From an optimization exercise on the open Yosys and OpenROAD flow, aimed at small area, a short achievable clock period and few clock cycles per item; shortcuts taken in it are not production practice. The RTL was checked by simulation tests, not by an equivalence proof against the original design. No activity file was given, so power comes from the tool's default toggle rates.

red:
Design stream_record_player, start of the top module:
module stream_record_player #(
    parameter int DATA_WIDTH = 8,
    parameter int ADDR_WIDTH = 8
) (
    input  logic                  clk,
    input  logic                  reset,
    input  logic                  record,
    input  logic                  play,
    input  logic                  loop,
    input  logic [DATA_WIDTH-1:0] in_data,
    input  logic                  in_valid,
    input  logic                  in_last,
    output logic                  in_ready,
    output logic [DATA_WIDTH-1:0] out_data,
    output logic                  out_valid,
    output logic                  out_last,
    input  logic                  out_ready,
    output logic [ADDR_WIDTH:0]   stored_len,
    output logic                  overflow,
    output logic                  busy
);
    localparam int                  DEPTH    = 1 << ADDR_WIDTH;
    localparam int                  SPB      = 3;                   
    localparam int                  SP       = 1 << SPB;            
    localparam int                  NTAP     = DEPTH / SP;
    localparam int                  TB       = ADDR_WIDTH - SPB;    
    localparam int                  TLB      = 3;                   
    localparam int                  TL       = 1 << TLB;
    localparam int                  TH       = NTAP / TL;
    localparam int                  DL       = SP;                  
    localparam int                  FD       = 10;                  
    localparam int                  FB       = 4;                   
  ...
Size in the first run: ~2,400 flip-flops, about 38 I/O pins.
clock: 5.0 ns
lec_check: 0
cap_margin: 20
core_margin: 2
core_utilization: 40
cts_buf_list: sky130_fd_sc_hd__clkbuf_16
cts_cluster_diameter: 120
cts_cluster_size: 32
setup_slack_margin: 2.75
slew_margin: 20
run.sh (not shown) runs the stock make flow with config.mk's settings and CLKGATE_MAP_FILE= SYNTH_SCRIPT=/design/flow/synth_recipe.tcl, a recipe that flattens the netlist after the stock synthesis.
Testbench counts of red, summed over its fixed seeds: cycles 56,241, items 34,689.
> inputs changed (red -> blue)
Settings: CTS_CLUSTER_SIZE: 32 -> 30; CTS_CLUSTER_DIAMETER: 120 -> 80; SETUP_SLACK_MARGIN: 2.75 -> 3.0.
blue: no failed stages, no open violations at the end. Final cell count was lower in the run labelled red. | fmax | blue vs red | 0.50% higher |. NOTE first-pass GRT wire length red->blue increased by a few percent.
Inputs modified between blue and green:
Settings: a change of SETUP_SLACK_MARGIN from 3.0 to 2.75.
Notes after the runs:
- Taking blue as the reference, in green pin slew with the least headroom to its limit has increased, global routing usage on met1 has decreased.
- Per the comparison of green with blue, sum of met2 wire segment lengths after detailed routing moved down, worst setup slack after layout saw little to no change, post-route minimum period has remained practically unchanged.
- Looking only at average wire per standard cell, and setting everything else aside, the higher value of blue and green goes to blue.
- [compare] base=blue new=green: number of logic stages on the critical path including buffering ~0 delta; worst hold slack -37 ps; filler-free cell count of the finished design -62; via count of the first global-routing pass -715.
- Power per cell area of green falls short of that of blue slightly.


## v17
The RTL this note starts from:
==> flow/design.v <==
module stream_record_player #(
    parameter int DATA_WIDTH = 8,
    parameter int ADDR_WIDTH = 8
) (
    input  logic                  clk,
    input  logic                  reset,
    input  logic                  record,
    input  logic                  play,
    input  logic                  loop,
    input  logic [DATA_WIDTH-1:0] in_data,
    input  logic                  in_valid,
    input  logic                  in_last,
    output logic                  in_ready,
    output logic [DATA_WIDTH-1:0] out_data,
    output logic                  out_valid,
    output logic                  out_last,
    input  logic                  out_ready,
    output logic [ADDR_WIDTH:0]   stored_len,
    output logic                  overflow,
    output logic                  busy
);
    localparam int                  DEPTH    = 1 << ADDR_WIDTH;
    localparam int                  SPB      = 3;                   
    localparam int                  SP       = 1 << SPB;            
    localparam int                  NTAP     = DEPTH / SP;
    localparam int                  TB       = ADDR_WIDTH - SPB;    
    localparam int                  TLB      = 3;                   
    localparam int                  TL       = 1 << TLB;
    localparam int                  TH       = NTAP / TL;
    localparam int                  DL       = SP;                  
    localparam int                  FD       = 10;                  
    localparam int                  FB       = 4;                   
    localparam logic [ADDR_WIDTH:0] PTR_ONE  = {{ADDR_WIDTH{1'b0}}, 1'b1};
    localparam logic [ADDR_WIDTH:0] LAST_IDX = {1'b0, {ADDR_WIDTH{1'b1}}};
    localparam logic [ADDR_WIDTH-1:0] PH_START = ADDR_WIDTH'(SP - 2);
    localparam logic [ADDR_WIDTH-1:0] WPOS0    = PH_START + ADDR_WIDTH'(2);
    logic loop_req;
    assign loop_req = loop;
    logic                   rec_cap, rec_done;
    logic                   rec_cap_n, rec_done_n;
    logic                   play_run, play_done;
    logic                   play_run_n, play_done_n;
    logic                   rec_idle, play_idle;
    logic                   ov;          
    logic [ADDR_WIDTH:0]    wr_ptr;      
    logic                   in_accept;
    logic                   out_hs;
    logic                   cap_start;
    logic                   cap_end;
    logic                   has_data;    
    assign rec_idle  = !rec_cap && !rec_done;
    assign play_idle = !play_run && !play_done;
    assign in_accept = in_valid & rec_cap;
    assign out_hs    = ov & out_ready;
    always_comb begin
        rec_cap_n  = 1'b0;
        rec_done_n = 1'b0;
        if (record) begin
            if (rec_idle) begin
                rec_cap_n = play_idle;
            end else if (rec_cap) begin
                if (in_accept && (in_last || (wr_ptr == LAST_IDX))) rec_done_n = 1'b1;
                else rec_cap_n = 1'b1;
            end else begin
                rec_done_n = 1'b1;
            end
        end
    end
    assign cap_start = !rec_cap && rec_cap_n;
    assign cap_end   = rec_cap && !rec_cap_n;
    always_comb begin
        play_run_n  = 1'b0;
        play_done_n = 1'b0;
        if (play) begin
            if (play_idle) begin
                if (!record && !rec_cap) begin
                    play_run_n  = has_data;
                    play_done_n = !has_data;
                end
            end else if (play_run) begin
                if (out_hs && out_last && !loop_req) play_done_n = 1'b1;
                else play_run_n = 1'b1;
            end else begin
                play_done_n = 1'b1;
            end
        end
    end
    always_ff @(posedge clk or posedge reset) begin
        if (reset) begin
            rec_cap    <= 1'b0;
            rec_done   <= 1'b0;
            in_ready   <= 1'b0;
            play_run   <= 1'b0;
            play_done  <= 1'b0;
            busy       <= 1'b0;
            stored_len <= '0;
            has_data   <= 1'b0;
            overflow   <= 1'b0;
        end else begin
            rec_cap   <= rec_cap_n;
            rec_done  <= rec_done_n;
            in_ready  <= rec_cap_n;
            play_run  <= play_run_n;
            play_done <= play_done_n;
            busy      <= rec_cap_n || rec_done_n || play_run_n || play_done_n;
            if (cap_start) begin
                overflow <= 1'b0;
            end
            if (cap_end) begin
                stored_len <= wr_ptr + {{ADDR_WIDTH{1'b0}}, in_accept};
                has_data   <= (wr_ptr != '0) || in_accept;
                if (in_accept && (wr_ptr == LAST_IDX) && !in_last) overflow <= 1'b1;
            end
        end
    end
    always_ff @(posedge clk) begin
        if (cap_start)      wr_ptr <= '0;
        else if (in_accept) wr_ptr <= wr_ptr + PTR_ONE;
    end
    logic                   cap_start_d;
    logic                   flush_d;
    always_ff @(posedge clk or posedge reset) begin
        if (reset) begin
            cap_start_d <= 1'b1;
            flush_d     <= 1'b1;
        end else begin
            cap_start_d <= cap_start;
            flush_d     <= cap_start || (play_run && !play);
        end
    end
    logic [ADDR_WIDTH-1:0]  phase;
    logic [ADDR_WIDTH-1:0]  phase1;
    assign phase1 = phase + 1'b1;
    always_ff @(posedge clk) begin
        phase <= cap_start ? PH_START : phase1;
    end
    logic [DATA_WIDTH-1:0]  dl_data [DL];
    logic [DL-1:0]          pend;        
    logic [DL-1:0]          pend_n;
    logic [DL-1:0]          wsel;        
    logic [DL-1:0]          wsel_n;
    logic [DATA_WIDTH-1:0]  wdata;
    logic                   wr_en;
    logic [ADDR_WIDTH:0]    wcnt;        
    logic [SPB-1:0]         wpa;
    logic [TL-1:0]          wsl;
    logic [TH-1:0]          wsh;
    logic [NTAP-1:0]        wtap;
    always_ff @(posedge clk) begin
        dl_data[0] <= in_data;
        for (int i = 1; i < DL; i++) dl_data[i] <= dl_data[i-1];
    end
    always_comb begin
        wdata = '0;
        for (int i = 0; i < DL; i++) wdata = wdata | ({DATA_WIDTH{wsel[i]}} & dl_data[i]);
    end
    assign wr_en = (|wsel) && (wpa == '0);
    always_comb begin
        pend_n[0] = in_accept;
        for (int i = 1; i < DL; i++)
            pend_n[i] = pend[i-1] && !(wr_en && wsel[i-1]) && !cap_start_d;
        for (int i = 0; i < DL; i++) begin
            wsel_n[i] = pend_n[i];
            for (int k = i + 1; k < DL; k++) wsel_n[i] = wsel_n[i] && !pend_n[k];
        end
    end
    always_ff @(posedge clk) begin
        pend <= pend_n;
        wsel <= wsel_n;
        if (cap_start_d)  wcnt <= '0;
        else if (wr_en)   wcnt <= wcnt + PTR_ONE;
        if (cap_start_d) begin
            wpa <= WPOS0[SPB-1:0];
            for (int l = 0; l < TL; l++) wsl[l] <= (WPOS0[SPB+TLB-1:SPB] == TLB'(l));
            for (int h = 0; h < TH; h++) wsh[h] <= (WPOS0[ADDR_WIDTH-1:SPB+TLB] == (TB-TLB)'(h));
        end else if (!wr_en) begin
            wpa <= wpa + 1'b1;
            if (wpa == '1) begin
                wsl <= {wsl[TL-2:0], wsl[TL-1]};
                if (wsl[TL-1]) wsh <= {wsh[TH-2:0], wsh[TH-1]};
            end
        end
    end
    always_comb begin
        for (int j = 0; j < NTAP; j++) wtap[j] = wr_en && wsh[j / TL] && wsl[j % TL];
    end
    logic [DATA_WIDTH-1:0]  ring [DEPTH];
    always_ff @(posedge clk) begin
        for (int p = 0; p < DEPTH; p++) begin
            if ((p % SP) == 0 && wtap[p / SP])
                ring[p] <= wdata;
            else
                ring[p] <= ring[(p + DEPTH - 1) % DEPTH];
        end
    end
    logic [ADDR_WIDTH:0]    nf;          
    logic [ADDR_WIDTH:0]    nfp;         
    logic [SPB-1:0]         rpa;         
    logic [TL-1:0]          rsl;         
    logic [TH-1:0]          rsh;         
    logic                   rinc;        
    logic                   restart;
    logic                   wrap_p;      
    logic                   fetch_ok;    
    logic                   fetch;
    logic                   flast;
    logic                   avail;
    logic [DATA_WIDTH-1:0]  rdata;
    logic [DATA_WIDTH-1:0]  rgrp [TH];
    always_comb begin
        for (int h = 0; h < TH; h++) begin
            rgrp[h] = '0;
            for (int l = 0; l < TL; l++)
                rgrp[h] = rgrp[h] | ({DATA_WIDTH{rsl[l]}} & ring[(h * TL + l) * SP]);
        end
        rdata = '0;
        for (int h = 0; h < TH; h++) rdata = rdata | ({DATA_WIDTH{rsh[h]}} & rgrp[h]);
    end
    logic [FD-1:0]          occ;         
    logic [FB-1:0]          fwp, frp;
    logic [DATA_WIDTH:0]    fmem [FD];
    logic                   pop;
    logic                   fready;      
    logic [DATA_WIDTH:0]    rreg;
    logic                   rinfl;
    logic [FB-1:0]          fwp_d;
    assign avail    = (nf != wcnt) && (!rec_cap || (nfp != wcnt));
    assign flast    = !rec_cap && (nfp == stored_len);
    assign fetch_ok = avail && (rpa == '0) && !restart;
    assign fetch    = fetch_ok && !occ[FD-1];
    assign restart  = flush_d || wrap_p;
    assign rinc     = (rpa == '1);
    assign fready   = occ[1] || (occ[0] && !rinfl);
    always_ff @(posedge clk) begin
        wrap_p <= fetch && flast;
        if (restart) begin
            nf  <= '0;
            nfp <= PTR_ONE;
            rpa <= phase1[SPB-1:0];
            for (int l = 0; l < TL; l++) rsl[l] <= (phase1[SPB+TLB-1:SPB] == TLB'(l));
            for (int h = 0; h < TH; h++) rsh[h] <= (phase1[ADDR_WIDTH-1:SPB+TLB] == (TB-TLB)'(h));
        end else begin
            if (fetch) begin
                nf  <= nfp;
                nfp <= nfp + PTR_ONE;
            end else begin
                rpa <= rpa + 1'b1;
            end
            if (rinc) begin
                rsl <= {rsl[TL-2:0], rsl[TL-1]};
                if (rsl[TL-1]) rsh <= {rsh[TH-2:0], rsh[TH-1]};
            end
        end
    end
    always_ff @(posedge clk) begin
        if (flush_d) begin
            occ <= '0;
            fwp <= '0;
            frp <= '0;
        end else begin
            if (fetch && !pop) occ <= {occ[FD-2:0], 1'b1};
            if (pop && !fetch) occ <= {1'b0, occ[FD-1:1]};
            if (fetch) fwp <= (fwp == FB'(FD - 1)) ? '0 : fwp + 1'b1;
            if (pop)   frp <= (frp == FB'(FD - 1)) ? '0 : frp + 1'b1;
        end
        rinfl <= fetch;
        rreg  <= {flast, rdata};
        fwp_d <= fwp;
        if (rinfl) fmem[fwp_d] <= rreg;
    end
    assign pop = play_run_n && (!ov || out_ready) && fready && !flush_d;
    always_ff @(posedge clk or posedge reset) begin
        if (reset) begin
            out_valid <= 1'b0;
            ov        <= 1'b0;
        end else begin
            if (!play_run_n || flush_d) begin
                out_valid <= 1'b0;
                ov        <= 1'b0;
            end else if (!ov || out_ready) begin
                out_valid <= fready;
                ov        <= fready;
            end
        end
    end
    always_ff @(posedge clk) begin
        if (pop) {out_last, out_data} <= fmem[frp];
    end
endmodule
clock: 5.0 ns
lec_check: 0
cap_margin: 20
core_margin: 2
core_utilization: 40
cts_buf_list: sky130_fd_sc_hd__clkbuf_16
cts_cluster_diameter: 80
cts_cluster_size: 30
setup_slack_margin: 2.6
slew_margin: 20
Testbench counts of v17, summed over its fixed seeds: cycles 56,241, items 34,689.
#### Input delta (v41 over v17)
- SETUP_SLACK_MARGIN: 2.6 -> 3.0
- ABC_AREA: unset -> 1
Results
- In the route summary, v41 ends up with a via count exceeding that of v17.
- [v41] minimum clock period after layout fell 0.046 ns relative to v17
- Compared with v17, v41 degrades tightest hold margin.
- v17 has a higher share of the synthesized area in compound gates (AO/OA/AOI/OAI) than v41.
- Overall power of the completed layout: v41 and v17 compared, lower one is v17
- When v41 is set beside v17, its relative contribution of the clock network to total power turns out to be 2.1 points smaller.
- Final instance area sits higher in v41 than in v17.
- Number of buffers other than clock buffers in the final layout in v41 is about 90% higher than in v17
--- input diff v41..v35 ---
- ABC_AREA: 1 -> unset
- PLACE_DENSITY: unset -> 0.75
- SETUP_SLACK_MARGIN: 3.0 -> 2.75
The run showing the smaller tightest slew margin relative to the limit is v35.
Of the two candidates, v41 has the worse post-synth design cell area and v35 the better one.
v35 vs v41 — unique cell type count in the Yosys netlist climbed by more than a quarter

## port drivers added, routing unchanged
The results above use ideal ports. As a check the final layouts listed here were re-extracted and re-timed, cells and wires unchanged. Step 1 sets driving cells, clkbuf_16 on the clock port and buf_2 on the other inputs (assumed; they add their load-dependent delay and slew). Step 2 moves the port delays by t, midway between the first and last clock arrival at a register: inputs arrive t later, outputs are due t later. That takes back most of the time a late clock gives input paths. Three values: ideal, step 1, step 2; two values: the first two.
| run | t (ns) | setup WS [ns] | latest minus earliest clock arrival (ns) | worst data-port slew with drivers (ns) |
|---|---|---|---|---|
| red | 0.768 | 2.709 / 2.634 / 2.065 | 0.038 / 0.039 | 0.04 |
| blue | 0.774 | 2.720 / 2.643 / 2.196 | 0.025 / 0.025 | 0.03 |
| green | 0.764 | 2.722 / 2.643 / 2.088 | 0.059 / 0.059 | 0.04 |
| v17 | 0.780 | 2.662 / 2.586 / 2.002 | 0.043 / 0.043 | 0.05 |
| v41 | 0.776 | 2.708 / 2.632 / 2.399 | 0.050 / 0.050 | 0.03 |
| v35 | 0.760 | 2.687 / 2.610 / 2.120 | 0.030 / 0.031 | 0.04 |
After both steps setup and hold are still met in every run listed. The setup slack of v17, which loses most, moves by -0.076 ns with the drivers and by -0.660 ns with both steps.
